Source: an optimization exercise on an open RTL-to-GDS flow (aim: small area and a short achievable clock period). Production flows keep margins and buffers that such runs may drop.
Only simulation tests tie the RTL to the original design; equivalence was not proved.

==> flow/design.v <==
module groove_sample_scheduler #(
    parameter int DEPTH = 4
) (
    input  logic        clk,
    input  logic        reset,
    input  logic        sync_start,
    input  logic [31:0] sig_time,
    input  logic        dir,
    input  logic [31:0] afll_ltr,
    input  logic [31:0] afll_rtl,
    input  logic        pos_valid,
    output logic        pos_ready,
    input  logic [15:0] pos_in,
    output logic        fire,
    output logic [31:0] fire_time,
    output logic        missed,
    output logic        busy
);
    localparam int AW = $clog2(DEPTH);
    localparam logic [AW:0] FULL = (AW+1)'(DEPTH);
    logic               started, st_m1, st_m2, st_wait, st_fire;
    logic               first, can_push;
    logic [15:0]        mem [DEPTH];
    logic [AW-1:0]      wr_ptr, rd_ptr;
    logic [AW:0]        count, count_nx;
    logic [31:0]        base, dur, target;
    logic [5:0]         dg_nx;
    logic [2:0]         b_one, b_two, b_neg;
    logic               c5;
    logic               xg, yg;      
    logic [31:0]        cr;
    logic               push, pop, st_ready, hit, m1_nx, m2_nx, wait_nx, fire_nx;
    logic [15:0]        head;
    logic [3:0]         head_nx;
    logic [31:0]        x, y;
    logic [37:0]        r;
    logic signed [31:0] d;
    assign st_ready  = started && !(st_m1 || st_m2 || st_wait || st_fire);
    assign pos_ready = can_push && !sync_start;
    assign push      = pos_valid && pos_ready;
    assign pop       = st_ready && (count != 0) && !sync_start;
    assign fire      = st_fire;
    assign fire_time = target;
    assign head    = mem[rd_ptr];
    assign head_nx = (push && wr_ptr == rd_ptr) ? pos_in[3:0] : head[3:0];
    assign dg_nx   = st_m1 ? {~head[15], head[14:10]} : pop ? head[9:4] : {head_nx, 2'b00};
    assign x = xg ? target : 32'd0;
    assign y = yg ? base : 32'd0;
    assign cr = c5 ? dur : 32'd0;
    wire pp1 = (((b_one[0] & dur[0])) ^ b_neg[0]);
    wire pp2 = (((b_one[0] & dur[1]) | (b_two[0] & dur[0])) ^ b_neg[0]);
    wire pp3 = (((b_one[0] & dur[2]) | (b_two[0] & dur[1])) ^ b_neg[0]);
    wire pp4 = (((b_one[0] & dur[3]) | (b_two[0] & dur[2])) ^ b_neg[0]);
    wire pp5 = (((b_one[0] & dur[4]) | (b_two[0] & dur[3])) ^ b_neg[0]);
    wire pp6 = (((b_one[0] & dur[5]) | (b_two[0] & dur[4])) ^ b_neg[0]);
    wire pp7 = (((b_one[0] & dur[6]) | (b_two[0] & dur[5])) ^ b_neg[0]);
    wire pp8 = (((b_one[0] & dur[7]) | (b_two[0] & dur[6])) ^ b_neg[0]);
    wire pp9 = (((b_one[0] & dur[8]) | (b_two[0] & dur[7])) ^ b_neg[0]);
    wire pp10 = (((b_one[0] & dur[9]) | (b_two[0] & dur[8])) ^ b_neg[0]);
    wire pp11 = (((b_one[0] & dur[10]) | (b_two[0] & dur[9])) ^ b_neg[0]);
    wire pp12 = (((b_one[0] & dur[11]) | (b_two[0] & dur[10])) ^ b_neg[0]);
    wire pp13 = (((b_one[0] & dur[12]) | (b_two[0] & dur[11])) ^ b_neg[0]);
    wire pp14 = (((b_one[0] & dur[13]) | (b_two[0] & dur[12])) ^ b_neg[0]);
    wire pp15 = (((b_one[0] & dur[14]) | (b_two[0] & dur[13])) ^ b_neg[0]);
    wire pp16 = (((b_one[0] & dur[15]) | (b_two[0] & dur[14])) ^ b_neg[0]);
    wire pp17 = (((b_one[0] & dur[16]) | (b_two[0] & dur[15])) ^ b_neg[0]);
    wire pp18 = (((b_one[0] & dur[17]) | (b_two[0] & dur[16])) ^ b_neg[0]);
    wire pp19 = (((b_one[0] & dur[18]) | (b_two[0] & dur[17])) ^ b_neg[0]);
    wire pp20 = (((b_one[0] & dur[19]) | (b_two[0] & dur[18])) ^ b_neg[0]);
    wire pp21 = (((b_one[0] & dur[20]) | (b_two[0] & dur[19])) ^ b_neg[0]);
    wire pp22 = (((b_one[0] & dur[21]) | (b_two[0] & dur[20])) ^ b_neg[0]);
    wire pp23 = (((b_one[0] & dur[22]) | (b_two[0] & dur[21])) ^ b_neg[0]);
    wire pp24 = (((b_one[0] & dur[23]) | (b_two[0] & dur[22])) ^ b_neg[0]);
    wire pp25 = (((b_one[0] & dur[24]) | (b_two[0] & dur[23])) ^ b_neg[0]);
    wire pp26 = (((b_one[0] & dur[25]) | (b_two[0] & dur[24])) ^ b_neg[0]);
    wire pp27 = (((b_one[0] & dur[26]) | (b_two[0] & dur[25])) ^ b_neg[0]);
    wire pp28 = (((b_one[0] & dur[27]) | (b_two[0] & dur[26])) ^ b_neg[0]);
    wire pp29 = (((b_one[0] & dur[28]) | (b_two[0] & dur[27])) ^ b_neg[0]);
    wire pp30 = (((b_one[0] & dur[29]) | (b_two[0] & dur[28])) ^ b_neg[0]);
    wire pp31 = (((b_one[0] & dur[30]) | (b_two[0] & dur[29])) ^ b_neg[0]);
    wire pp32 = (((b_one[0] & dur[31]) | (b_two[0] & dur[30])) ^ b_neg[0]);
    wire pp33 = (((b_two[0] & dur[31])) ^ b_neg[0]);
    wire pp34 = (((b_one[1] & dur[0])) ^ b_neg[1]);
    wire pp35 = (((b_one[1] & dur[1]) | (b_two[1] & dur[0])) ^ b_neg[1]);
    wire pp36 = (((b_one[1] & dur[2]) | (b_two[1] & dur[1])) ^ b_neg[1]);
    wire pp37 = (((b_one[1] & dur[3]) | (b_two[1] & dur[2])) ^ b_neg[1]);
    wire pp38 = (((b_one[1] & dur[4]) | (b_two[1] & dur[3])) ^ b_neg[1]);
    wire pp39 = (((b_one[1] & dur[5]) | (b_two[1] & dur[4])) ^ b_neg[1]);
    wire pp40 = (((b_one[1] & dur[6]) | (b_two[1] & dur[5])) ^ b_neg[1]);
    wire pp41 = (((b_one[1] & dur[7]) | (b_two[1] & dur[6])) ^ b_neg[1]);
    wire pp42 = (((b_one[1] & dur[8]) | (b_two[1] & dur[7])) ^ b_neg[1]);
    wire pp43 = (((b_one[1] & dur[9]) | (b_two[1] & dur[8])) ^ b_neg[1]);
    wire pp44 = (((b_one[1] & dur[10]) | (b_two[1] & dur[9])) ^ b_neg[1]);
    wire pp45 = (((b_one[1] & dur[11]) | (b_two[1] & dur[10])) ^ b_neg[1]);
    wire pp46 = (((b_one[1] & dur[12]) | (b_two[1] & dur[11])) ^ b_neg[1]);
    wire pp47 = (((b_one[1] & dur[13]) | (b_two[1] & dur[12])) ^ b_neg[1]);
    wire pp48 = (((b_one[1] & dur[14]) | (b_two[1] & dur[13])) ^ b_neg[1]);
    wire pp49 = (((b_one[1] & dur[15]) | (b_two[1] & dur[14])) ^ b_neg[1]);
    wire pp50 = (((b_one[1] & dur[16]) | (b_two[1] & dur[15])) ^ b_neg[1]);
    wire pp51 = (((b_one[1] & dur[17]) | (b_two[1] & dur[16])) ^ b_neg[1]);
    wire pp52 = (((b_one[1] & dur[18]) | (b_two[1] & dur[17])) ^ b_neg[1]);
    wire pp53 = (((b_one[1] & dur[19]) | (b_two[1] & dur[18])) ^ b_neg[1]);
    wire pp54 = (((b_one[1] & dur[20]) | (b_two[1] & dur[19])) ^ b_neg[1]);
    wire pp55 = (((b_one[1] & dur[21]) | (b_two[1] & dur[20])) ^ b_neg[1]);
    wire pp56 = (((b_one[1] & dur[22]) | (b_two[1] & dur[21])) ^ b_neg[1]);
    wire pp57 = (((b_one[1] & dur[23]) | (b_two[1] & dur[22])) ^ b_neg[1]);
    wire pp58 = (((b_one[1] & dur[24]) | (b_two[1] & dur[23])) ^ b_neg[1]);
    wire pp59 = (((b_one[1] & dur[25]) | (b_two[1] & dur[24])) ^ b_neg[1]);
    wire pp60 = (((b_one[1] & dur[26]) | (b_two[1] & dur[25])) ^ b_neg[1]);
    wire pp61 = (((b_one[1] & dur[27]) | (b_two[1] & dur[26])) ^ b_neg[1]);
    wire pp62 = (((b_one[1] & dur[28]) | (b_two[1] & dur[27])) ^ b_neg[1]);
    wire pp63 = (((b_one[1] & dur[29]) | (b_two[1] & dur[28])) ^ b_neg[1]);
    wire pp64 = (((b_one[1] & dur[30]) | (b_two[1] & dur[29])) ^ b_neg[1]);
    wire pp65 = (((b_one[1] & dur[31]) | (b_two[1] & dur[30])) ^ b_neg[1]);
    wire pp66 = (((b_two[1] & dur[31])) ^ b_neg[1]);
    wire pp67 = (((b_one[2] & dur[0])) ^ b_neg[2]);
    wire pp68 = (((b_one[2] & dur[1]) | (b_two[2] & dur[0])) ^ b_neg[2]);
    wire pp69 = (((b_one[2] & dur[2]) | (b_two[2] & dur[1])) ^ b_neg[2]);
    wire pp70 = (((b_one[2] & dur[3]) | (b_two[2] & dur[2])) ^ b_neg[2]);
    wire pp71 = (((b_one[2] & dur[4]) | (b_two[2] & dur[3])) ^ b_neg[2]);
    wire pp72 = (((b_one[2] & dur[5]) | (b_two[2] & dur[4])) ^ b_neg[2]);
    wire pp73 = (((b_one[2] & dur[6]) | (b_two[2] & dur[5])) ^ b_neg[2]);
    wire pp74 = (((b_one[2] & dur[7]) | (b_two[2] & dur[6])) ^ b_neg[2]);
    wire pp75 = (((b_one[2] & dur[8]) | (b_two[2] & dur[7])) ^ b_neg[2]);
    wire pp76 = (((b_one[2] & dur[9]) | (b_two[2] & dur[8])) ^ b_neg[2]);
    wire pp77 = (((b_one[2] & dur[10]) | (b_two[2] & dur[9])) ^ b_neg[2]);
    wire pp78 = (((b_one[2] & dur[11]) | (b_two[2] & dur[10])) ^ b_neg[2]);
    wire pp79 = (((b_one[2] & dur[12]) | (b_two[2] & dur[11])) ^ b_neg[2]);
    wire pp80 = (((b_one[2] & dur[13]) | (b_two[2] & dur[12])) ^ b_neg[2]);
    wire pp81 = (((b_one[2] & dur[14]) | (b_two[2] & dur[13])) ^ b_neg[2]);
    wire pp82 = (((b_one[2] & dur[15]) | (b_two[2] & dur[14])) ^ b_neg[2]);
    wire pp83 = (((b_one[2] & dur[16]) | (b_two[2] & dur[15])) ^ b_neg[2]);
    wire pp84 = (((b_one[2] & dur[17]) | (b_two[2] & dur[16])) ^ b_neg[2]);
    wire pp85 = (((b_one[2] & dur[18]) | (b_two[2] & dur[17])) ^ b_neg[2]);
    wire pp86 = (((b_one[2] & dur[19]) | (b_two[2] & dur[18])) ^ b_neg[2]);
    wire pp87 = (((b_one[2] & dur[20]) | (b_two[2] & dur[19])) ^ b_neg[2]);
    wire pp88 = (((b_one[2] & dur[21]) | (b_two[2] & dur[20])) ^ b_neg[2]);
    wire pp89 = (((b_one[2] & dur[22]) | (b_two[2] & dur[21])) ^ b_neg[2]);
    wire pp90 = (((b_one[2] & dur[23]) | (b_two[2] & dur[22])) ^ b_neg[2]);
    wire pp91 = (((b_one[2] & dur[24]) | (b_two[2] & dur[23])) ^ b_neg[2]);
    wire pp92 = (((b_one[2] & dur[25]) | (b_two[2] & dur[24])) ^ b_neg[2]);
    wire pp93 = (((b_one[2] & dur[26]) | (b_two[2] & dur[25])) ^ b_neg[2]);
    wire pp94 = (((b_one[2] & dur[27]) | (b_two[2] & dur[26])) ^ b_neg[2]);
    wire pp95 = (((b_one[2] & dur[28]) | (b_two[2] & dur[27])) ^ b_neg[2]);
    wire pp96 = (((b_one[2] & dur[29]) | (b_two[2] & dur[28])) ^ b_neg[2]);
    wire pp97 = (((b_one[2] & dur[30]) | (b_two[2] & dur[29])) ^ b_neg[2]);
    wire pp98 = (((b_one[2] & dur[31]) | (b_two[2] & dur[30])) ^ b_neg[2]);
    wire pp99 = (((b_two[2] & dur[31])) ^ b_neg[2]);
    wire s100 = b_neg[0] ^ x[0];
    wire c101 = b_neg[0] & x[0];
    wire s102 = x[1] ^ c101 ^ pp2;
    wire c103 = (x[1] & c101) | (x[1] & pp2) | (c101 & pp2);
    wire s104 = b_neg[1] ^ x[2] ^ pp3;
    wire c105 = (b_neg[1] & x[2]) | (b_neg[1] & pp3) | (x[2] & pp3);
    wire s106 = pp34 ^ c103 ^ s104;
    wire c107 = (pp34 & c103) | (pp34 & s104) | (c103 & s104);
    wire s108 = x[3] ^ pp4 ^ pp35;
    wire c109 = (x[3] & pp4) | (x[3] & pp35) | (pp4 & pp35);
    wire s110 = c105 ^ s108;
    wire c111 = c105 & s108;
    wire s112 = b_neg[2] ^ x[4] ^ pp5;
    wire c113 = (b_neg[2] & x[4]) | (b_neg[2] & pp5) | (x[4] & pp5);
    wire s114 = pp36 ^ pp67 ^ c109;
    wire c115 = (pp36 & pp67) | (pp36 & c109) | (pp67 & c109);
    wire s116 = s112 ^ c111 ^ s114;
    wire c117 = (s112 & c111) | (s112 & s114) | (c111 & s114);
    wire s118 = x[5] ^ pp6 ^ pp37;
    wire c119 = (x[5] & pp6) | (x[5] & pp37) | (pp6 & pp37);
    wire s120 = pp68 ^ c113 ^ s118;
    wire c121 = (pp68 & c113) | (pp68 & s118) | (c113 & s118);
    wire s122 = c115 ^ s120;
    wire c123 = c115 & s120;
    wire s124 = x[6] ^ y[0] ^ cr[0];
    wire c125 = (x[6] & y[0]) | (x[6] & cr[0]) | (y[0] & cr[0]);
    wire s126 = pp7 ^ pp38 ^ pp69;
    wire c127 = (pp7 & pp38) | (pp7 & pp69) | (pp38 & pp69);
    wire s128 = s124 ^ c119 ^ s126;
    wire c129 = (s124 & c119) | (s124 & s126) | (c119 & s126);
    wire s130 = c121 ^ s128;
    wire c131 = c121 & s128;
    wire s132 = x[7] ^ y[1] ^ cr[1];
    wire c133 = (x[7] & y[1]) | (x[7] & cr[1]) | (y[1] & cr[1]);
    wire s134 = pp8 ^ pp39 ^ pp70;
    wire c135 = (pp8 & pp39) | (pp8 & pp70) | (pp39 & pp70);
    wire s136 = c125 ^ s132 ^ c127;
    wire c137 = (c125 & s132) | (c125 & c127) | (s132 & c127);
    wire s138 = s134 ^ s136 ^ c129;
    wire c139 = (s134 & s136) | (s134 & c129) | (s136 & c129);
    wire s140 = x[8] ^ y[2] ^ cr[2];
    wire c141 = (x[8] & y[2]) | (x[8] & cr[2]) | (y[2] & cr[2]);
    wire s142 = pp9 ^ pp40 ^ pp71;
    wire c143 = (pp9 & pp40) | (pp9 & pp71) | (pp40 & pp71);
    wire s144 = c133 ^ s140 ^ c135;
    wire c145 = (c133 & s140) | (c133 & c135) | (s140 & c135);
    wire s146 = s142 ^ c137 ^ s144;
    wire c147 = (s142 & c137) | (s142 & s144) | (c137 & s144);
    wire s148 = x[9] ^ y[3] ^ cr[3];
    wire c149 = (x[9] & y[3]) | (x[9] & cr[3]) | (y[3] & cr[3]);
    wire s150 = pp10 ^ pp41 ^ pp72;
    wire c151 = (pp10 & pp41) | (pp10 & pp72) | (pp41 & pp72);
    wire s152 = c141 ^ s148 ^ c143;
    wire c153 = (c141 & s148) | (c141 & c143) | (s148 & c143);
    wire s154 = s150 ^ c145 ^ s152;
    wire c155 = (s150 & c145) | (s150 & s152) | (c145 & s152);
    wire s156 = x[10] ^ y[4] ^ cr[4];
    wire c157 = (x[10] & y[4]) | (x[10] & cr[4]) | (y[4] & cr[4]);
    wire s158 = pp11 ^ pp42 ^ pp73;
    wire c159 = (pp11 & pp42) | (pp11 & pp73) | (pp42 & pp73);
    wire s160 = c149 ^ s156 ^ c151;
    wire c161 = (c149 & s156) | (c149 & c151) | (s156 & c151);
    wire s162 = s158 ^ c153 ^ s160;
    wire c163 = (s158 & c153) | (s158 & s160) | (c153 & s160);
    wire s164 = x[11] ^ y[5] ^ cr[5];
    wire c165 = (x[11] & y[5]) | (x[11] & cr[5]) | (y[5] & cr[5]);
    wire s166 = pp12 ^ pp43 ^ pp74;
    wire c167 = (pp12 & pp43) | (pp12 & pp74) | (pp43 & pp74);
    wire s168 = c157 ^ s164 ^ c159;
    wire c169 = (c157 & s164) | (c157 & c159) | (s164 & c159);
    wire s170 = s166 ^ c161 ^ s168;
    wire c171 = (s166 & c161) | (s166 & s168) | (c161 & s168);
    wire s172 = x[12] ^ y[6] ^ cr[6];
    wire c173 = (x[12] & y[6]) | (x[12] & cr[6]) | (y[6] & cr[6]);
    wire s174 = pp13 ^ pp44 ^ pp75;
    wire c175 = (pp13 & pp44) | (pp13 & pp75) | (pp44 & pp75);
    wire s176 = c165 ^ s172 ^ c167;
    wire c177 = (c165 & s172) | (c165 & c167) | (s172 & c167);
    wire s178 = s174 ^ c169 ^ s176;
    wire c179 = (s174 & c169) | (s174 & s176) | (c169 & s176);
    wire s180 = x[13] ^ y[7] ^ cr[7];
    wire c181 = (x[13] & y[7]) | (x[13] & cr[7]) | (y[7] & cr[7]);
    wire s182 = pp14 ^ pp45 ^ pp76;
    wire c183 = (pp14 & pp45) | (pp14 & pp76) | (pp45 & pp76);
    wire s184 = c173 ^ s180 ^ c175;
    wire c185 = (c173 & s180) | (c173 & c175) | (s180 & c175);
    wire s186 = s182 ^ c177 ^ s184;
    wire c187 = (s182 & c177) | (s182 & s184) | (c177 & s184);
    wire s188 = x[14] ^ y[8] ^ cr[8];
    wire c189 = (x[14] & y[8]) | (x[14] & cr[8]) | (y[8] & cr[8]);
    wire s190 = pp15 ^ pp46 ^ pp77;
    wire c191 = (pp15 & pp46) | (pp15 & pp77) | (pp46 & pp77);
    wire s192 = c181 ^ s188 ^ c183;
    wire c193 = (c181 & s188) | (c181 & c183) | (s188 & c183);
    wire s194 = s190 ^ c185 ^ s192;
    wire c195 = (s190 & c185) | (s190 & s192) | (c185 & s192);
    wire s196 = x[15] ^ y[9] ^ cr[9];
    wire c197 = (x[15] & y[9]) | (x[15] & cr[9]) | (y[9] & cr[9]);
    wire s198 = pp16 ^ pp47 ^ pp78;
    wire c199 = (pp16 & pp47) | (pp16 & pp78) | (pp47 & pp78);
    wire s200 = c189 ^ s196 ^ c191;
    wire c201 = (c189 & s196) | (c189 & c191) | (s196 & c191);
    wire s202 = s198 ^ c193 ^ s200;
    wire c203 = (s198 & c193) | (s198 & s200) | (c193 & s200);
    wire s204 = x[16] ^ y[10] ^ cr[10];
    wire c205 = (x[16] & y[10]) | (x[16] & cr[10]) | (y[10] & cr[10]);
    wire s206 = pp17 ^ pp48 ^ pp79;
    wire c207 = (pp17 & pp48) | (pp17 & pp79) | (pp48 & pp79);
    wire s208 = c197 ^ s204 ^ c199;
    wire c209 = (c197 & s204) | (c197 & c199) | (s204 & c199);
    wire s210 = s206 ^ c201 ^ s208;
    wire c211 = (s206 & c201) | (s206 & s208) | (c201 & s208);
    wire s212 = x[17] ^ y[11] ^ cr[11];
    wire c213 = (x[17] & y[11]) | (x[17] & cr[11]) | (y[11] & cr[11]);
    wire s214 = pp18 ^ pp49 ^ pp80;
    wire c215 = (pp18 & pp49) | (pp18 & pp80) | (pp49 & pp80);
    wire s216 = c205 ^ s212 ^ c207;
    wire c217 = (c205 & s212) | (c205 & c207) | (s212 & c207);
    wire s218 = s214 ^ c209 ^ s216;
    wire c219 = (s214 & c209) | (s214 & s216) | (c209 & s216);
    wire s220 = x[18] ^ y[12] ^ cr[12];
    wire c221 = (x[18] & y[12]) | (x[18] & cr[12]) | (y[12] & cr[12]);
    wire s222 = pp19 ^ pp50 ^ pp81;
    wire c223 = (pp19 & pp50) | (pp19 & pp81) | (pp50 & pp81);
    wire s224 = c213 ^ s220 ^ c215;
    wire c225 = (c213 & s220) | (c213 & c215) | (s220 & c215);
    wire s226 = s222 ^ c217 ^ s224;
    wire c227 = (s222 & c217) | (s222 & s224) | (c217 & s224);
    wire s228 = x[19] ^ y[13] ^ cr[13];
    wire c229 = (x[19] & y[13]) | (x[19] & cr[13]) | (y[13] & cr[13]);
    wire s230 = pp20 ^ pp51 ^ pp82;
    wire c231 = (pp20 & pp51) | (pp20 & pp82) | (pp51 & pp82);
    wire s232 = c221 ^ s228 ^ c223;
    wire c233 = (c221 & s228) | (c221 & c223) | (s228 & c223);
    wire s234 = s230 ^ c225 ^ s232;
    wire c235 = (s230 & c225) | (s230 & s232) | (c225 & s232);
    wire s236 = x[20] ^ y[14] ^ cr[14];
    wire c237 = (x[20] & y[14]) | (x[20] & cr[14]) | (y[14] & cr[14]);
    wire s238 = pp21 ^ pp52 ^ pp83;
    wire c239 = (pp21 & pp52) | (pp21 & pp83) | (pp52 & pp83);
    wire s240 = c229 ^ s236 ^ c231;
    wire c241 = (c229 & s236) | (c229 & c231) | (s236 & c231);
    wire s242 = s238 ^ c233 ^ s240;
    wire c243 = (s238 & c233) | (s238 & s240) | (c233 & s240);
    wire s244 = x[21] ^ y[15] ^ cr[15];
    wire c245 = (x[21] & y[15]) | (x[21] & cr[15]) | (y[15] & cr[15]);
    wire s246 = pp22 ^ pp53 ^ pp84;
    wire c247 = (pp22 & pp53) | (pp22 & pp84) | (pp53 & pp84);
    wire s248 = c237 ^ s244 ^ c239;
    wire c249 = (c237 & s244) | (c237 & c239) | (s244 & c239);
    wire s250 = s246 ^ c241 ^ s248;
    wire c251 = (s246 & c241) | (s246 & s248) | (c241 & s248);
    wire s252 = x[22] ^ y[16] ^ cr[16];
    wire c253 = (x[22] & y[16]) | (x[22] & cr[16]) | (y[16] & cr[16]);
    wire s254 = pp23 ^ pp54 ^ pp85;
    wire c255 = (pp23 & pp54) | (pp23 & pp85) | (pp54 & pp85);
    wire s256 = c245 ^ s252 ^ c247;
    wire c257 = (c245 & s252) | (c245 & c247) | (s252 & c247);
    wire s258 = s254 ^ c249 ^ s256;
    wire c259 = (s254 & c249) | (s254 & s256) | (c249 & s256);
    wire s260 = x[23] ^ y[17] ^ cr[17];
    wire c261 = (x[23] & y[17]) | (x[23] & cr[17]) | (y[17] & cr[17]);
    wire s262 = pp24 ^ pp55 ^ pp86;
    wire c263 = (pp24 & pp55) | (pp24 & pp86) | (pp55 & pp86);
    wire s264 = c253 ^ s260 ^ c255;
    wire c265 = (c253 & s260) | (c253 & c255) | (s260 & c255);
    wire s266 = s262 ^ c257 ^ s264;
    wire c267 = (s262 & c257) | (s262 & s264) | (c257 & s264);
    wire s268 = x[24] ^ y[18] ^ cr[18];
    wire c269 = (x[24] & y[18]) | (x[24] & cr[18]) | (y[18] & cr[18]);
    wire s270 = pp25 ^ pp56 ^ pp87;
    wire c271 = (pp25 & pp56) | (pp25 & pp87) | (pp56 & pp87);
    wire s272 = c261 ^ s268 ^ c263;
    wire c273 = (c261 & s268) | (c261 & c263) | (s268 & c263);
    wire s274 = s270 ^ c265 ^ s272;
    wire c275 = (s270 & c265) | (s270 & s272) | (c265 & s272);
    wire s276 = x[25] ^ y[19] ^ cr[19];
    wire c277 = (x[25] & y[19]) | (x[25] & cr[19]) | (y[19] & cr[19]);
    wire s278 = pp26 ^ pp57 ^ pp88;
    wire c279 = (pp26 & pp57) | (pp26 & pp88) | (pp57 & pp88);
    wire s280 = c269 ^ s276 ^ c271;
    wire c281 = (c269 & s276) | (c269 & c271) | (s276 & c271);
    wire s282 = s278 ^ c273 ^ s280;
    wire c283 = (s278 & c273) | (s278 & s280) | (c273 & s280);
    wire s284 = x[26] ^ y[20] ^ cr[20];
    wire c285 = (x[26] & y[20]) | (x[26] & cr[20]) | (y[20] & cr[20]);
    wire s286 = pp27 ^ pp58 ^ pp89;
    wire c287 = (pp27 & pp58) | (pp27 & pp89) | (pp58 & pp89);
    wire s288 = c277 ^ s284 ^ c279;
    wire c289 = (c277 & s284) | (c277 & c279) | (s284 & c279);
    wire s290 = s286 ^ c281 ^ s288;
    wire c291 = (s286 & c281) | (s286 & s288) | (c281 & s288);
    wire s292 = x[27] ^ y[21] ^ cr[21];
    wire c293 = (x[27] & y[21]) | (x[27] & cr[21]) | (y[21] & cr[21]);
    wire s294 = pp28 ^ pp59 ^ pp90;
    wire c295 = (pp28 & pp59) | (pp28 & pp90) | (pp59 & pp90);
    wire s296 = c285 ^ s292 ^ c287;
    wire c297 = (c285 & s292) | (c285 & c287) | (s292 & c287);
    wire s298 = s294 ^ c289 ^ s296;
    wire c299 = (s294 & c289) | (s294 & s296) | (c289 & s296);
    wire s300 = x[28] ^ y[22] ^ cr[22];
    wire c301 = (x[28] & y[22]) | (x[28] & cr[22]) | (y[22] & cr[22]);
    wire s302 = pp29 ^ pp60 ^ pp91;
    wire c303 = (pp29 & pp60) | (pp29 & pp91) | (pp60 & pp91);
    wire s304 = c293 ^ s300 ^ c295;
    wire c305 = (c293 & s300) | (c293 & c295) | (s300 & c295);
    wire s306 = s302 ^ c297 ^ s304;
    wire c307 = (s302 & c297) | (s302 & s304) | (c297 & s304);
    wire s308 = x[29] ^ y[23] ^ cr[23];
    wire c309 = (x[29] & y[23]) | (x[29] & cr[23]) | (y[23] & cr[23]);
    wire s310 = pp30 ^ pp61 ^ pp92;
    wire c311 = (pp30 & pp61) | (pp30 & pp92) | (pp61 & pp92);
    wire s312 = c301 ^ s308 ^ c303;
    wire c313 = (c301 & s308) | (c301 & c303) | (s308 & c303);
    wire s314 = s310 ^ c305 ^ s312;
    wire c315 = (s310 & c305) | (s310 & s312) | (c305 & s312);
    wire s316 = x[30] ^ y[24] ^ cr[24];
    wire c317 = (x[30] & y[24]) | (x[30] & cr[24]) | (y[24] & cr[24]);
    wire s318 = pp31 ^ pp62 ^ pp93;
    wire c319 = (pp31 & pp62) | (pp31 & pp93) | (pp62 & pp93);
    wire s320 = c309 ^ s316 ^ c311;
    wire c321 = (c309 & s316) | (c309 & c311) | (s316 & c311);
    wire s322 = s318 ^ c313 ^ s320;
    wire c323 = (s318 & c313) | (s318 & s320) | (c313 & s320);
    wire s324 = x[31] ^ y[25] ^ cr[25];
    wire c325 = (x[31] & y[25]) | (x[31] & cr[25]) | (y[25] & cr[25]);
    wire s326 = pp32 ^ pp63 ^ pp94;
    wire c327 = (pp32 & pp63) | (pp32 & pp94) | (pp63 & pp94);
    wire s328 = c317 ^ s324 ^ c319;
    wire c329 = (c317 & s324) | (c317 & c319) | (s324 & c319);
    wire s330 = s326 ^ c321 ^ s328;
    wire c331 = (s326 & c321) | (s326 & s328) | (c321 & s328);
    wire s332 = y[26] ^ cr[26] ^ pp33;
    wire c333 = (y[26] & cr[26]) | (y[26] & pp33) | (cr[26] & pp33);
    wire s334 = pp64 ^ pp95 ^ c325;
    wire c335 = (pp64 & pp95) | (pp64 & c325) | (pp95 & c325);
    wire s336 = c327 ^ s332 ^ s334;
    wire c337 = (c327 & s332) | (c327 & s334) | (s332 & s334);
    wire s338 = c329 ^ s336;
    wire c339 = c329 & s336;
    wire s340 = 1'b1 ^ ~b_neg[0] ^ y[27];
    wire c341 = (1'b1 & ~b_neg[0]) | (1'b1 & y[27]) | (~b_neg[0] & y[27]);
    wire s342 = cr[27] ^ pp65 ^ pp96;
    wire c343 = (cr[27] & pp65) | (cr[27] & pp96) | (pp65 & pp96);
    wire s344 = s340 ^ c333 ^ c335;
    wire c345 = (s340 & c333) | (s340 & c335) | (c333 & c335);
    wire s346 = s342 ^ s344 ^ c337;
    wire c347 = (s342 & s344) | (s342 & c337) | (s344 & c337);
    wire s348 = 1'b1 ^ y[28] ^ cr[28];
    wire c349 = (1'b1 & y[28]) | (1'b1 & cr[28]) | (y[28] & cr[28]);
    wire s350 = pp66 ^ pp97 ^ c341;
    wire c351 = (pp66 & pp97) | (pp66 & c341) | (pp97 & c341);
    wire s352 = s348 ^ c343 ^ s350;
    wire c353 = (s348 & c343) | (s348 & s350) | (c343 & s350);
    wire s354 = c345 ^ s352;
    wire c355 = c345 & s352;
    wire s356 = ~b_neg[1] ^ y[29] ^ cr[29];
    wire c357 = (~b_neg[1] & y[29]) | (~b_neg[1] & cr[29]) | (y[29] & cr[29]);
    wire s358 = pp98 ^ c349 ^ s356;
    wire c359 = (pp98 & c349) | (pp98 & s356) | (c349 & s356);
    wire s360 = c351 ^ s358 ^ c353;
    wire c361 = (c351 & s358) | (c351 & c353) | (s358 & c353);
    wire s362 = 1'b1 ^ y[30] ^ cr[30];
    wire c363 = (1'b1 & y[30]) | (1'b1 & cr[30]) | (y[30] & cr[30]);
    wire s364 = pp99 ^ c357 ^ s362;
    wire c365 = (pp99 & c357) | (pp99 & s362) | (c357 & s362);
    wire s366 = c359 ^ s364;
    wire c367 = c359 & s364;
    wire s368 = ~b_neg[2] ^ y[31] ^ cr[31];
    wire s369 = c363 ^ s368 ^ c365;
    wire g370 = pp1 & s100;
    wire g371 = s102 & 1'b0;
    wire g372 = s106 & 1'b0;
    wire g373 = c107 & s110;
    wire g374 = s116 & 1'b0;
    wire g375 = c117 & s122;
    wire g376 = c123 & s130;
    wire g377 = c131 & s138;
    wire g378 = c139 & s146;
    wire g379 = c147 & s154;
    wire g380 = c155 & s162;
    wire g381 = c163 & s170;
    wire g382 = c171 & s178;
    wire g383 = c179 & s186;
    wire g384 = c187 & s194;
    wire g385 = c195 & s202;
    wire g386 = c203 & s210;
    wire g387 = c211 & s218;
    wire g388 = c219 & s226;
    wire g389 = c227 & s234;
    wire g390 = c235 & s242;
    wire g391 = c243 & s250;
    wire g392 = c251 & s258;
    wire g393 = c259 & s266;
    wire g394 = c267 & s274;
    wire g395 = c275 & s282;
    wire g396 = c283 & s290;
    wire g397 = c291 & s298;
    wire g398 = c299 & s306;
    wire g399 = c307 & s314;
    wire g400 = c315 & s322;
    wire g401 = c323 & s330;
    wire g402 = c331 & s338;
    wire g403 = c339 & s346;
    wire g404 = c347 & s354;
    wire g405 = c355 & s360;
    wire g406 = c361 & s366;
    wire g407 = c367 & s369;
    wire p408 = pp1 ^ s100;
    wire p409 = s102 ^ 1'b0;
    wire p410 = s106 ^ 1'b0;
    wire p411 = c107 ^ s110;
    wire p412 = s116 ^ 1'b0;
    wire p413 = c117 ^ s122;
    wire p414 = c123 ^ s130;
    wire p415 = c131 ^ s138;
    wire p416 = c139 ^ s146;
    wire p417 = c147 ^ s154;
    wire p418 = c155 ^ s162;
    wire p419 = c163 ^ s170;
    wire p420 = c171 ^ s178;
    wire p421 = c179 ^ s186;
    wire p422 = c187 ^ s194;
    wire p423 = c195 ^ s202;
    wire p424 = c203 ^ s210;
    wire p425 = c211 ^ s218;
    wire p426 = c219 ^ s226;
    wire p427 = c227 ^ s234;
    wire p428 = c235 ^ s242;
    wire p429 = c243 ^ s250;
    wire p430 = c251 ^ s258;
    wire p431 = c259 ^ s266;
    wire p432 = c267 ^ s274;
    wire p433 = c275 ^ s282;
    wire p434 = c283 ^ s290;
    wire p435 = c291 ^ s298;
    wire p436 = c299 ^ s306;
    wire p437 = c307 ^ s314;
    wire p438 = c315 ^ s322;
    wire p439 = c323 ^ s330;
    wire p440 = c331 ^ s338;
    wire p441 = c339 ^ s346;
    wire p442 = c347 ^ s354;
    wire p443 = c355 ^ s360;
    wire p444 = c361 ^ s366;
    wire p445 = c367 ^ s369;
    wire g446 = g371 | (p409 & g370);
    wire g447 = g372 | (p410 & g371);
    wire p448 = p410 & p409;
    wire g449 = g373 | (p411 & g372);
    wire p450 = p411 & p410;
    wire g451 = g374 | (p412 & g373);
    wire p452 = p412 & p411;
    wire g453 = g375 | (p413 & g374);
    wire p454 = p413 & p412;
    wire g455 = g376 | (p414 & g375);
    wire p456 = p414 & p413;
    wire g457 = g377 | (p415 & g376);
    wire p458 = p415 & p414;
    wire g459 = g378 | (p416 & g377);
    wire p460 = p416 & p415;
    wire g461 = g379 | (p417 & g378);
    wire p462 = p417 & p416;
    wire g463 = g380 | (p418 & g379);
    wire p464 = p418 & p417;
    wire g465 = g381 | (p419 & g380);
    wire p466 = p419 & p418;
    wire g467 = g382 | (p420 & g381);
    wire p468 = p420 & p419;
    wire g469 = g383 | (p421 & g382);
    wire p470 = p421 & p420;
    wire g471 = g384 | (p422 & g383);
    wire p472 = p422 & p421;
    wire g473 = g385 | (p423 & g384);
    wire p474 = p423 & p422;
    wire g475 = g386 | (p424 & g385);
    wire p476 = p424 & p423;
    wire g477 = g387 | (p425 & g386);
    wire p478 = p425 & p424;
    wire g479 = g388 | (p426 & g387);
    wire p480 = p426 & p425;
    wire g481 = g389 | (p427 & g388);
    wire p482 = p427 & p426;
    wire g483 = g390 | (p428 & g389);
    wire p484 = p428 & p427;
    wire g485 = g391 | (p429 & g390);
    wire p486 = p429 & p428;
    wire g487 = g392 | (p430 & g391);
    wire p488 = p430 & p429;
    wire g489 = g393 | (p431 & g392);
    wire p490 = p431 & p430;
    wire g491 = g394 | (p432 & g393);
    wire p492 = p432 & p431;
    wire g493 = g395 | (p433 & g394);
    wire p494 = p433 & p432;
    wire g495 = g396 | (p434 & g395);
    wire p496 = p434 & p433;
    wire g497 = g397 | (p435 & g396);
    wire p498 = p435 & p434;
    wire g499 = g398 | (p436 & g397);
    wire p500 = p436 & p435;
    wire g501 = g399 | (p437 & g398);
    wire p502 = p437 & p436;
    wire g503 = g400 | (p438 & g399);
    wire p504 = p438 & p437;
    wire g505 = g401 | (p439 & g400);
    wire p506 = p439 & p438;
    wire g507 = g402 | (p440 & g401);
    wire p508 = p440 & p439;
    wire g509 = g403 | (p441 & g402);
    wire p510 = p441 & p440;
    wire g511 = g404 | (p442 & g403);
    wire p512 = p442 & p441;
    wire g513 = g405 | (p443 & g404);
    wire p514 = p443 & p442;
    wire g515 = g406 | (p444 & g405);
    wire p516 = p444 & p443;
    wire g517 = g407 | (p445 & g406);
    wire p518 = p445 & p444;
    wire g519 = g447 | (p448 & g370);
    wire g520 = g449 | (p450 & g446);
    wire g521 = g451 | (p452 & g447);
    wire p522 = p452 & p448;
    wire g523 = g453 | (p454 & g449);
    wire p524 = p454 & p450;
    wire g525 = g455 | (p456 & g451);
    wire p526 = p456 & p452;
    wire g527 = g457 | (p458 & g453);
    wire p528 = p458 & p454;
    wire g529 = g459 | (p460 & g455);
    wire p530 = p460 & p456;
    wire g531 = g461 | (p462 & g457);
    wire p532 = p462 & p458;
    wire g533 = g463 | (p464 & g459);
    wire p534 = p464 & p460;
    wire g535 = g465 | (p466 & g461);
    wire p536 = p466 & p462;
    wire g537 = g467 | (p468 & g463);
    wire p538 = p468 & p464;
    wire g539 = g469 | (p470 & g465);
    wire p540 = p470 & p466;
    wire g541 = g471 | (p472 & g467);
    wire p542 = p472 & p468;
    wire g543 = g473 | (p474 & g469);
    wire p544 = p474 & p470;
    wire g545 = g475 | (p476 & g471);
    wire p546 = p476 & p472;
    wire g547 = g477 | (p478 & g473);
    wire p548 = p478 & p474;
    wire g549 = g479 | (p480 & g475);
    wire p550 = p480 & p476;
    wire g551 = g481 | (p482 & g477);
    wire p552 = p482 & p478;
    wire g553 = g483 | (p484 & g479);
    wire p554 = p484 & p480;
    wire g555 = g485 | (p486 & g481);
    wire p556 = p486 & p482;
    wire g557 = g487 | (p488 & g483);
    wire p558 = p488 & p484;
    wire g559 = g489 | (p490 & g485);
    wire p560 = p490 & p486;
    wire g561 = g491 | (p492 & g487);
    wire p562 = p492 & p488;
    wire g563 = g493 | (p494 & g489);
    wire p564 = p494 & p490;
    wire g565 = g495 | (p496 & g491);
    wire p566 = p496 & p492;
    wire g567 = g497 | (p498 & g493);
    wire p568 = p498 & p494;
    wire g569 = g499 | (p500 & g495);
    wire p570 = p500 & p496;
    wire g571 = g501 | (p502 & g497);
    wire p572 = p502 & p498;
    wire g573 = g503 | (p504 & g499);
    wire p574 = p504 & p500;
    wire g575 = g505 | (p506 & g501);
    wire p576 = p506 & p502;
    wire g577 = g507 | (p508 & g503);
    wire p578 = p508 & p504;
    wire g579 = g509 | (p510 & g505);
    wire p580 = p510 & p506;
    wire g581 = g511 | (p512 & g507);
    wire p582 = p512 & p508;
    wire g583 = g513 | (p514 & g509);
    wire p584 = p514 & p510;
    wire g585 = g515 | (p516 & g511);
    wire p586 = p516 & p512;
    wire g587 = g517 | (p518 & g513);
    wire p588 = p518 & p514;
    wire g589 = g521 | (p522 & g370);
    wire g590 = g523 | (p524 & g446);
    wire g591 = g525 | (p526 & g519);
    wire g592 = g527 | (p528 & g520);
    wire g593 = g529 | (p530 & g521);
    wire p594 = p530 & p522;
    wire g595 = g531 | (p532 & g523);
    wire p596 = p532 & p524;
    wire g597 = g533 | (p534 & g525);
    wire p598 = p534 & p526;
    wire g599 = g535 | (p536 & g527);
    wire p600 = p536 & p528;
    wire g601 = g537 | (p538 & g529);
    wire p602 = p538 & p530;
    wire g603 = g539 | (p540 & g531);
    wire p604 = p540 & p532;
    wire g605 = g541 | (p542 & g533);
    wire p606 = p542 & p534;
    wire g607 = g543 | (p544 & g535);
    wire p608 = p544 & p536;
    wire g609 = g545 | (p546 & g537);
    wire p610 = p546 & p538;
    wire g611 = g547 | (p548 & g539);
    wire p612 = p548 & p540;
    wire g613 = g549 | (p550 & g541);
    wire p614 = p550 & p542;
    wire g615 = g551 | (p552 & g543);
    wire p616 = p552 & p544;
    wire g617 = g553 | (p554 & g545);
    wire p618 = p554 & p546;
    wire g619 = g555 | (p556 & g547);
    wire p620 = p556 & p548;
    wire g621 = g557 | (p558 & g549);
    wire p622 = p558 & p550;
    wire g623 = g559 | (p560 & g551);
    wire p624 = p560 & p552;
    wire g625 = g561 | (p562 & g553);
    wire p626 = p562 & p554;
    wire g627 = g563 | (p564 & g555);
    wire p628 = p564 & p556;
    wire g629 = g565 | (p566 & g557);
    wire p630 = p566 & p558;
    wire g631 = g567 | (p568 & g559);
    wire p632 = p568 & p560;
    wire g633 = g569 | (p570 & g561);
    wire p634 = p570 & p562;
    wire g635 = g571 | (p572 & g563);
    wire p636 = p572 & p564;
    wire g637 = g573 | (p574 & g565);
    wire p638 = p574 & p566;
    wire g639 = g575 | (p576 & g567);
    wire p640 = p576 & p568;
    wire g641 = g577 | (p578 & g569);
    wire p642 = p578 & p570;
    wire g643 = g579 | (p580 & g571);
    wire p644 = p580 & p572;
    wire g645 = g581 | (p582 & g573);
    wire p646 = p582 & p574;
    wire g647 = g583 | (p584 & g575);
    wire p648 = p584 & p576;
    wire g649 = g585 | (p586 & g577);
    wire p650 = p586 & p578;
    wire g651 = g587 | (p588 & g579);
    wire p652 = p588 & p580;
    wire g653 = g593 | (p594 & g370);
    wire g654 = g595 | (p596 & g446);
    wire g655 = g597 | (p598 & g519);
    wire g656 = g599 | (p600 & g520);
    wire g657 = g601 | (p602 & g589);
    wire g658 = g603 | (p604 & g590);
    wire g659 = g605 | (p606 & g591);
    wire g660 = g607 | (p608 & g592);
    wire g661 = g609 | (p610 & g593);
    wire p662 = p610 & p594;
    wire g663 = g611 | (p612 & g595);
    wire p664 = p612 & p596;
    wire g665 = g613 | (p614 & g597);
    wire p666 = p614 & p598;
    wire g667 = g615 | (p616 & g599);
    wire p668 = p616 & p600;
    wire g669 = g617 | (p618 & g601);
    wire p670 = p618 & p602;
    wire g671 = g619 | (p620 & g603);
    wire p672 = p620 & p604;
    wire g673 = g621 | (p622 & g605);
    wire p674 = p622 & p606;
    wire g675 = g623 | (p624 & g607);
    wire p676 = p624 & p608;
    wire g677 = g625 | (p626 & g609);
    wire p678 = p626 & p610;
    wire g679 = g627 | (p628 & g611);
    wire p680 = p628 & p612;
    wire g681 = g629 | (p630 & g613);
    wire p682 = p630 & p614;
    wire g683 = g631 | (p632 & g615);
    wire p684 = p632 & p616;
    wire g685 = g633 | (p634 & g617);
    wire p686 = p634 & p618;
    wire g687 = g635 | (p636 & g619);
    wire p688 = p636 & p620;
    wire g689 = g637 | (p638 & g621);
    wire p690 = p638 & p622;
    wire g691 = g639 | (p640 & g623);
    wire p692 = p640 & p624;
    wire g693 = g641 | (p642 & g625);
    wire p694 = p642 & p626;
    wire g695 = g643 | (p644 & g627);
    wire p696 = p644 & p628;
    wire g697 = g645 | (p646 & g629);
    wire p698 = p646 & p630;
    wire g699 = g647 | (p648 & g631);
    wire p700 = p648 & p632;
    wire g701 = g649 | (p650 & g633);
    wire p702 = p650 & p634;
    wire g703 = g651 | (p652 & g635);
    wire p704 = p652 & p636;
    wire g705 = g661 | (p662 & g370);
    wire g706 = g663 | (p664 & g446);
    wire g707 = g665 | (p666 & g519);
    wire g708 = g667 | (p668 & g520);
    wire g709 = g669 | (p670 & g589);
    wire g710 = g671 | (p672 & g590);
    wire g711 = g673 | (p674 & g591);
    wire g712 = g675 | (p676 & g592);
    wire g713 = g677 | (p678 & g653);
    wire g714 = g679 | (p680 & g654);
    wire g715 = g681 | (p682 & g655);
    wire g716 = g683 | (p684 & g656);
    wire g717 = g685 | (p686 & g657);
    wire g718 = g687 | (p688 & g658);
    wire g719 = g689 | (p690 & g659);
    wire g720 = g691 | (p692 & g660);
    wire g721 = g693 | (p694 & g661);
    wire p722 = p694 & p662;
    wire g723 = g695 | (p696 & g663);
    wire p724 = p696 & p664;
    wire g725 = g697 | (p698 & g665);
    wire p726 = p698 & p666;
    wire g727 = g699 | (p700 & g667);
    wire p728 = p700 & p668;
    wire g729 = g701 | (p702 & g669);
    wire p730 = p702 & p670;
    wire g731 = g703 | (p704 & g671);
    wire p732 = p704 & p672;
    wire g733 = g721 | (p722 & g370);
    wire g734 = g723 | (p724 & g446);
    wire g735 = g725 | (p726 & g519);
    wire g736 = g727 | (p728 & g520);
    wire g737 = g729 | (p730 & g589);
    wire g738 = g731 | (p732 & g590);
    assign r[0] = p408;
    assign r[1] = p409 ^ g370;
    assign r[2] = p410 ^ g446;
    assign r[3] = p411 ^ g519;
    assign r[4] = p412 ^ g520;
    assign r[5] = p413 ^ g589;
    assign r[6] = p414 ^ g590;
    assign r[7] = p415 ^ g591;
    assign r[8] = p416 ^ g592;
    assign r[9] = p417 ^ g653;
    assign r[10] = p418 ^ g654;
    assign r[11] = p419 ^ g655;
    assign r[12] = p420 ^ g656;
    assign r[13] = p421 ^ g657;
    assign r[14] = p422 ^ g658;
    assign r[15] = p423 ^ g659;
    assign r[16] = p424 ^ g660;
    assign r[17] = p425 ^ g705;
    assign r[18] = p426 ^ g706;
    assign r[19] = p427 ^ g707;
    assign r[20] = p428 ^ g708;
    assign r[21] = p429 ^ g709;
    assign r[22] = p430 ^ g710;
    assign r[23] = p431 ^ g711;
    assign r[24] = p432 ^ g712;
    assign r[25] = p433 ^ g713;
    assign r[26] = p434 ^ g714;
    assign r[27] = p435 ^ g715;
    assign r[28] = p436 ^ g716;
    assign r[29] = p437 ^ g717;
    assign r[30] = p438 ^ g718;
    assign r[31] = p439 ^ g719;
    assign r[32] = p440 ^ g720;
    assign r[33] = p441 ^ g733;
    assign r[34] = p442 ^ g734;
    assign r[35] = p443 ^ g735;
    assign r[36] = p444 ^ g736;
    assign r[37] = p445 ^ g737;
    assign d   = sig_time - target;
    assign hit = !d[31];
    assign count_nx = sync_start ? '0 : count + (AW+1)'(push) - (AW+1)'(pop);
    assign m1_nx    = pop;
    assign m2_nx    = st_m1 && !sync_start;
    assign wait_nx  = (st_m2 || (st_wait && !hit)) && !sync_start;
    assign fire_nx  = st_wait && hit && !sync_start;
    always_ff @(posedge clk)
        if (push) mem[wr_ptr] <= pos_in;
    always_ff @(posedge clk) begin
        if (sync_start) begin
            base <= sig_time;
            dur  <= dir ? afll_rtl : afll_ltr;
        end
        if (!(st_wait || st_fire)) target <= r[37:6];
        for (int j = 0; j < 3; j++) begin
            b_neg[j] <= dg_nx[2*j+1];
            b_one[j] <= dg_nx[2*j] ^ (j == 0 ? 1'b0 : dg_nx[2*j-1]);
            b_two[j] <= dg_nx[2*j+1] ? !(dg_nx[2*j] || (j == 0 ? 1'b0 : dg_nx[2*j-1]))
                                     : (dg_nx[2*j] && (j == 0 ? 1'b0 : dg_nx[2*j-1]));
        end
        c5 <= dg_nx[5];
        first <= st_m2;
    end
    always_ff @(posedge clk or posedge reset) begin
        if (reset) begin
            started  <= 1'b0;
            can_push <= 1'b0;
            st_m1    <= 1'b0;
            st_m2    <= 1'b0;
            st_wait  <= 1'b0;
            st_fire  <= 1'b0;
            xg       <= 1'b0;
            yg       <= 1'b0;
            missed   <= 1'b0;
            busy     <= 1'b0;
            wr_ptr   <= '0;
            rd_ptr   <= '0;
            count    <= '0;
        end else begin
            started  <= started || sync_start;
            can_push <= sync_start || (started && !(!pop && (count == FULL
                                                             || (count == FULL - 1 && push))));
            count    <= count_nx;
            st_m1    <= m1_nx;
            st_m2    <= m2_nx;
            st_wait  <= wait_nx;
            st_fire  <= fire_nx;
            xg       <= m1_nx || m2_nx;
            yg       <= m2_nx;
            busy     <= !sync_start && (push || count != 0 || st_m1 || st_m2 || st_wait);
            missed   <= st_wait && hit && !sync_start && first && (sig_time != target);
            if (sync_start) begin
                wr_ptr <= '0;
                rd_ptr <= '0;
            end else begin
                if (push) wr_ptr <= wr_ptr + 1'b1;
                if (st_m1) rd_ptr <= rd_ptr + 1'b1;
            end
        end
    end
endmodule
==> flow/flow/run.sh <==
#!/bin/bash
# The standard layout (the standard.sh: ORFS synthesis, floorplan, power grid,
# placement, CTS and routing) with three changes:
#  - synthesis skips the generic ABC pass that Yosys's synth runs before the adder
#    extraction (SYNTH_ARGS=-noabc), so the full adders are extracted from the RTL's own
#    adder tree without inverters between them; the liberty-mapped ABC pass still runs,
#    and the registers are the same as the standard synthesis's;
#  - the port buffers are inserted as buf_1 cells rather than the larger cell the
#    resizer picks by default; timing repair still resizes them as needed;
#  - clock tree synthesis runs with ORFS's default arguments plus -dont_use_dummy_load.
set -euo pipefail
export SYNTH_ARGS="-noabc"
export BUFFER_PORTS_ARGS="-buffer_cell sky130_fd_sc_hd__buf_1"
export CTS_ARGS="-sink_clustering_enable -repair_clock_nets -dont_use_dummy_load"
bash standard.sh > standard.log 2>&1
==> flow/standard.sh <==
#!/bin/bash
# synth_recipe.tcl (not shown) runs the flow's synth.tcl, then flattens the netlist and writes it again
# the make line also repeats each setting of config.mk as NAME=value (left out here)
make -C /OpenROAD-flow-scripts/flow DESIGN_CONFIG=/design/flow/config.mk WORK_HOME=/design/flow/orfs CLKGATE_MAP_FILE= SYNTH_SCRIPT=/design/flow/synth_recipe.tcl "${@:-finish}"
==> flow/config.mk <==
export PLATFORM = sky130hd
export DESIGN_NAME = groove_sample_scheduler
export DESIGN_NICKNAME = groove_sample_scheduler
export VERILOG_FILES = /design/flow/design.v
export SDC_FILE = /design/flow/constraint.sdc
export NUM_CORES = 4
export LEC_CHECK = 0
export ABC_AREA = 1
export CAP_MARGIN = 20
export CORE_MARGIN = 2
export CORE_UTILIZATION = 40
export PLACE_DENSITY = 0.8
export SETUP_SLACK_MARGIN = 4.8
export SLEW_MARGIN = 20
export TNS_END_PERCENT = 100
==> flow/constraint.sdc <==
create_clock -name core_clock -period 9.0 [get_ports {clk}]
set_input_delay 1.8000 -clock core_clock [delete_from_list [all_inputs] [get_ports {clk}]]
set_output_delay 1.8000 -clock core_clock [all_outputs]
set_load 0.01 [all_outputs]
==> impl_summary.txt <==
----------------------------------------------------
[Run status]
  Outcome ... timing/DRC/antenna clean

[Timing]
  Final Cycle Share ... 46.4%
  Setup repair after global routing missed its margin ... true
  Measured slew at the worst slew-check pin ... 0.895 ns
  Fmax achieved ... 239 MHz
  Hold Violations, Final ... 0
  Remaining max-slew budget at the tightest pin ... 40.3%
  Setup violators final ... 0
  Worst Clk Skew ... 0.0180 ns
  Number of slew-limit violations in the final report ... 0
  Post-layout minimum cycle time ... 4.18 ns
  Fin Setup TNS ... 0 ns

[Clock network]
  Clock tree from TritonCTS ... done
  Num Clock Sinks ... 186
  Clock buffers created by TritonCTS ... 17
  Number of buffers inserted for hold repair after clock tree synthesis ... 0
  Master cell of the clock root buffer ... sky130_fd_sc_hd__clkbuf_16
  H-tree depth ... 4
  Clock transition time at the flip-flop clock pins of the worst setup and hold paths ... 0.07 ns
  Worst-Skew Late Latency ... 0.46 ns
  Maximum buffer depth of the clock tree ... 2

[Setup path]
  Req. time, crit path ... 9.20 ns
  Dominant cell type by count on the critical path ... sky130_fd_sc_hd__fa_1
  Worst-path cell with the longest stage delay ... sky130_fd_sc_hd__fa_1
  Critical Path End Type ... register
  Crit path largest cell delay ... 0.58 ns
  Top fanout value on the critical path ... 16
  Top cell family by delay on the critical path ... adder cells
  Length in cells of the worst reg-to-reg path ... 15
  CP arrival ... 4.38 ns
  Series of cell instances along the critical path ... clkinvlp_4 > buf_12 > o22ai_1 > xor2_1 > fa_1 > fa_1 > fa_1 > ha_1 > nand2_2 > nor2_4 > nand2_1 > nor3_4 > nand3_1 > nand4_1 > nand2_1
  Source of the worst register-to-register timing path ... b_one[0]
  Buf/Inv on CP ... 2
  Type of element launching the critical path ... register
  Endpoint of the lowest-slack register-to-register path ... target[28]
  Reg2Reg Setup Slack ... 4.82 ns
  Kind of critical path ... register to register

[Placed design]
  Post-detailed-placement half-perimeter wirelength ... 31.8 mm
  Area after DPL ... 16600 um2
  IO Port Bufs ... 152
  Final weighted congestion in routability-driven placement ... 0.913

[Synthesis]
  Synthesized netlist net count ... 2014
  Post-Syn Instances ... 1688
  Synthesis warning total ... 1
  Top post-synthesis cells by area ... sky130_fd_sc_hd__edfxtp_1, sky130_fd_sc_hd__fa_1, sky130_fd_sc_hd__nand2_1
  Synthesized cell area ... 15500 um2
  Fraction of synthesized cell area taken by the top area cell type ... 31.0%
  Share of flip-flops with an asynchronous set or reset ... 8.60%
  Number of storage elements in the synthesis netlist ... 186
  Cell type contributing the most total cell area after synthesis ... sky130_fd_sc_hd__edfxtp_1
  Sequential fraction of the synthesis area ... 34.9%
  Number of synthesized flops with an enable pin ... 160
  Syn_area_per_cell ... 9.17 um2
  Predominant post-synthesis flop cell ... sky130_fd_sc_hd__edfxtp_1
  Distinct cells, synth ... 49

[Floorplan]
  Vert. Die Dim ... 201 um
  Placeable Area ... 38400 um2
  Ports ... 153
  Die X ... 201 um
  Starting utilization of the core area ... 40.3%
  Area enclosed by the die boundary ... 40300 um2
  Placement Rows ... 72

[GRT]
  Total Routing Usage GR ... 22.0%
  Global-route wire length before repair ... 69.1 mm
  Via count of the first global-routing pass ... 12900
  Maximum number of pins on one net before global-route repair ... 65
  Grt ovf ... 0
  Initial antenna violation count ... 2

[Drt]
  Final wirelength ... 45.2 mm
  Detailed-route via count ... 12700
  First-pass detailed-route iteration total ... 5
  Routed via count divided by cell count ... 5.35
  Post-detailed-route count of antenna-violating nets ... 0
  Routed length per instance ... 19.1 um
  Number of DRC markers after the initial detailed-route iteration ... 1295
  Residual DRC count ... 0

[Worst hold path]
  Hold Path Class ... register to register
  Worst Hold Depth ... 2
  Hold Path End ... missed
  Startpoint of the lowest-slack hold path ... first

[Cells and area]
  Area growth from synthesis to layout ... 16.2%
  Number of nets in the finished design ... 2177
  Final cell utilization of the core ... 46.8%
  Fraction of layout instances using a drive strength above 1 ... 13.1%
  Leading cell types in the layout, fill and taps excluded ... sky130_fd_sc_hd__nand2_1, sky130_fd_sc_hd__inv_1, sky130_fd_sc_hd__edfxtp_1
  FILL cells ... 3586
  Most common cell after layout, fill and taps aside ... sky130_fd_sc_hd__nand2_1
  Post-Layout Inst Area ... 18000 um2

[Flow run]
  Max-capacitance violation count ... 0

----------------------------------------------------
metrics by stage:
step                std cells  worst slack, ns  hold slack [ns]
CTS                      2354             4.80            0.439
global route             2367             4.70            0.461
finish                   2368             4.82            0.445
floorplan                1688             5.15            0.342
detailed placement       2318             4.18            0.429
global placement         2318             4.27            0.431
logic make-up (layout without fill, tap and decap cells):
kind of cell,Yosys count,count (layout),share of synthesized area [%]
mux,32,32,2.33
xor+xnor,120,120,6.79
compound gates,254,254,9.67
flops,186,186,34.9
other cells,0,1,0
fa+ha+maj,209,209,23.0
buf+inv,329,490,8.42
simple gates,558,558,14.9
cell usage after synthesis (5+ instances only):
master and instances:
sky130_fd_sc_hd__nand2_1 349, sky130_fd_sc_hd__dfrtp_1 16, sky130_fd_sc_hd__edfxtp_1 160, sky130_fd_sc_hd__fa_1 125
sky130_fd_sc_hd__inv_1 262, sky130_fd_sc_hd__dfxtp_1 10, sky130_fd_sc_hd__mux2_2 24, sky130_fd_sc_hd__nand2_2 11
sky130_fd_sc_hd__o21bai_1 12, sky130_fd_sc_hd__clkbuf_1 26, sky130_fd_sc_hd__mux2_1 8, sky130_fd_sc_hd__nand3_1 43
sky130_fd_sc_hd__clkinv_1 5, sky130_fd_sc_hd__nor3_1 6, sky130_fd_sc_hd__ha_1 84, sky130_fd_sc_hd__o21ai_1 9
sky130_fd_sc_hd__a21oi_1 65, sky130_fd_sc_hd__buf_2 21, sky130_fd_sc_hd__o22ai_1 102, sky130_fd_sc_hd__nand4_1 10
sky130_fd_sc_hd__nor2_1 120, sky130_fd_sc_hd__o21ai_0 45, sky130_fd_sc_hd__xor2_1 117
area by class of cell:
type	instances	area [um2]	share of cell area (%)
antenna	1	2.50	0.0139
multi-input combinational	1173	9240	51.4
timing repair inverter	2	15.0	0.0835
sequential	186	5420	30.2
timing repair buffer	198	1180	6.56
tap	518	648	3.61
inverter	273	1040	5.80
clock buffer	17	425	2.37
state kept, by name (all words and copies together) (netlist names):
signal    count
can_push      1
st_m2         1
st_fire       1
st_wait       1
started       1
base         32
st_m1         1
missed        1
first         1
b_one         3
mem          64
b_neg         3
count         3
target       32
rd_ptr        2
busy          1
b_two         3
dur          32
wr_ptr        2
xg            1
metal layers:
layer,up-vias,global-route usage [%],wire (um)
met4,2,8.44,1560
met3,120,5.21,3820
li1,5820,-,-
met5,-,0,13
met1,6089,28.0,18200
met2,636,36.6,21600
how the worst max path moves through the flow:
stage / start / to / slack (ns) / cells past startpoint
after global placement: b_one[0] / target[21] / 4.27 / 14
after floorplan: sync_start / pos_ready / 5.15 / 2
after global routing: b_one[0] / target[29] / 4.70 / 17
after CTS: b_one[0] / target[21] / 4.80 / 17
after detailed placement: b_one[0] / target[28] / 4.18 / 14
final: b_one[0] / target[28] / 4.82 / 15
worst reg2reg max path, stage by stage (launching register included):
cell	delay [ns]
sky130_fd_sc_hd__dfxtp_4	0.41
sky130_fd_sc_hd__clkinvlp_4	0.11
sky130_fd_sc_hd__buf_12	0.17
sky130_fd_sc_hd__o22ai_1	0.21
sky130_fd_sc_hd__xor2_1	0.12
sky130_fd_sc_hd__fa_1	0.48
sky130_fd_sc_hd__fa_1	0.58
sky130_fd_sc_hd__fa_1	0.45
sky130_fd_sc_hd__ha_1	0.42
sky130_fd_sc_hd__nand2_2	0.13
sky130_fd_sc_hd__nor2_4	0.15
sky130_fd_sc_hd__nand2_1	0.13
sky130_fd_sc_hd__nor3_4	0.20
sky130_fd_sc_hd__nand3_1	0.15
sky130_fd_sc_hd__nand4_1	0.13
sky130_fd_sc_hd__nand2_1	0.08
repair_timing:
action                                  CTS  global route
pin swaps                                 2            10
endpoints found under the setup margin   33            23
gates cloned                              4             2
setup buffers                            15            10
resized for setup                        29           131

## what the ideal ports hide
How much do the figures lean on ideal ports? The routed layout below was timed once more, with nothing changed but the port constraints. Step 1: set_driving_cell puts a clkbuf_16 on clk and a buf_2 on each other input, an assumption about the parent block. Step 2 times the ports against the registers' clock, not the clock port: input delays grow and output delays shrink by t, the midpoint of the rising clock arrivals with the driver on. Three values: ideal, step 1, step 2; two values: the first two.
t, ns: 0.500
slack for setup (ns): 4.823 / 4.801 / 4.801
hold slack, ns: 0.445 / 0.445 / 0.445
After both steps setup and hold are still met in this run. The setup slack of this run moves by -0.022 ns with the drivers and by -0.022 ns with both steps.
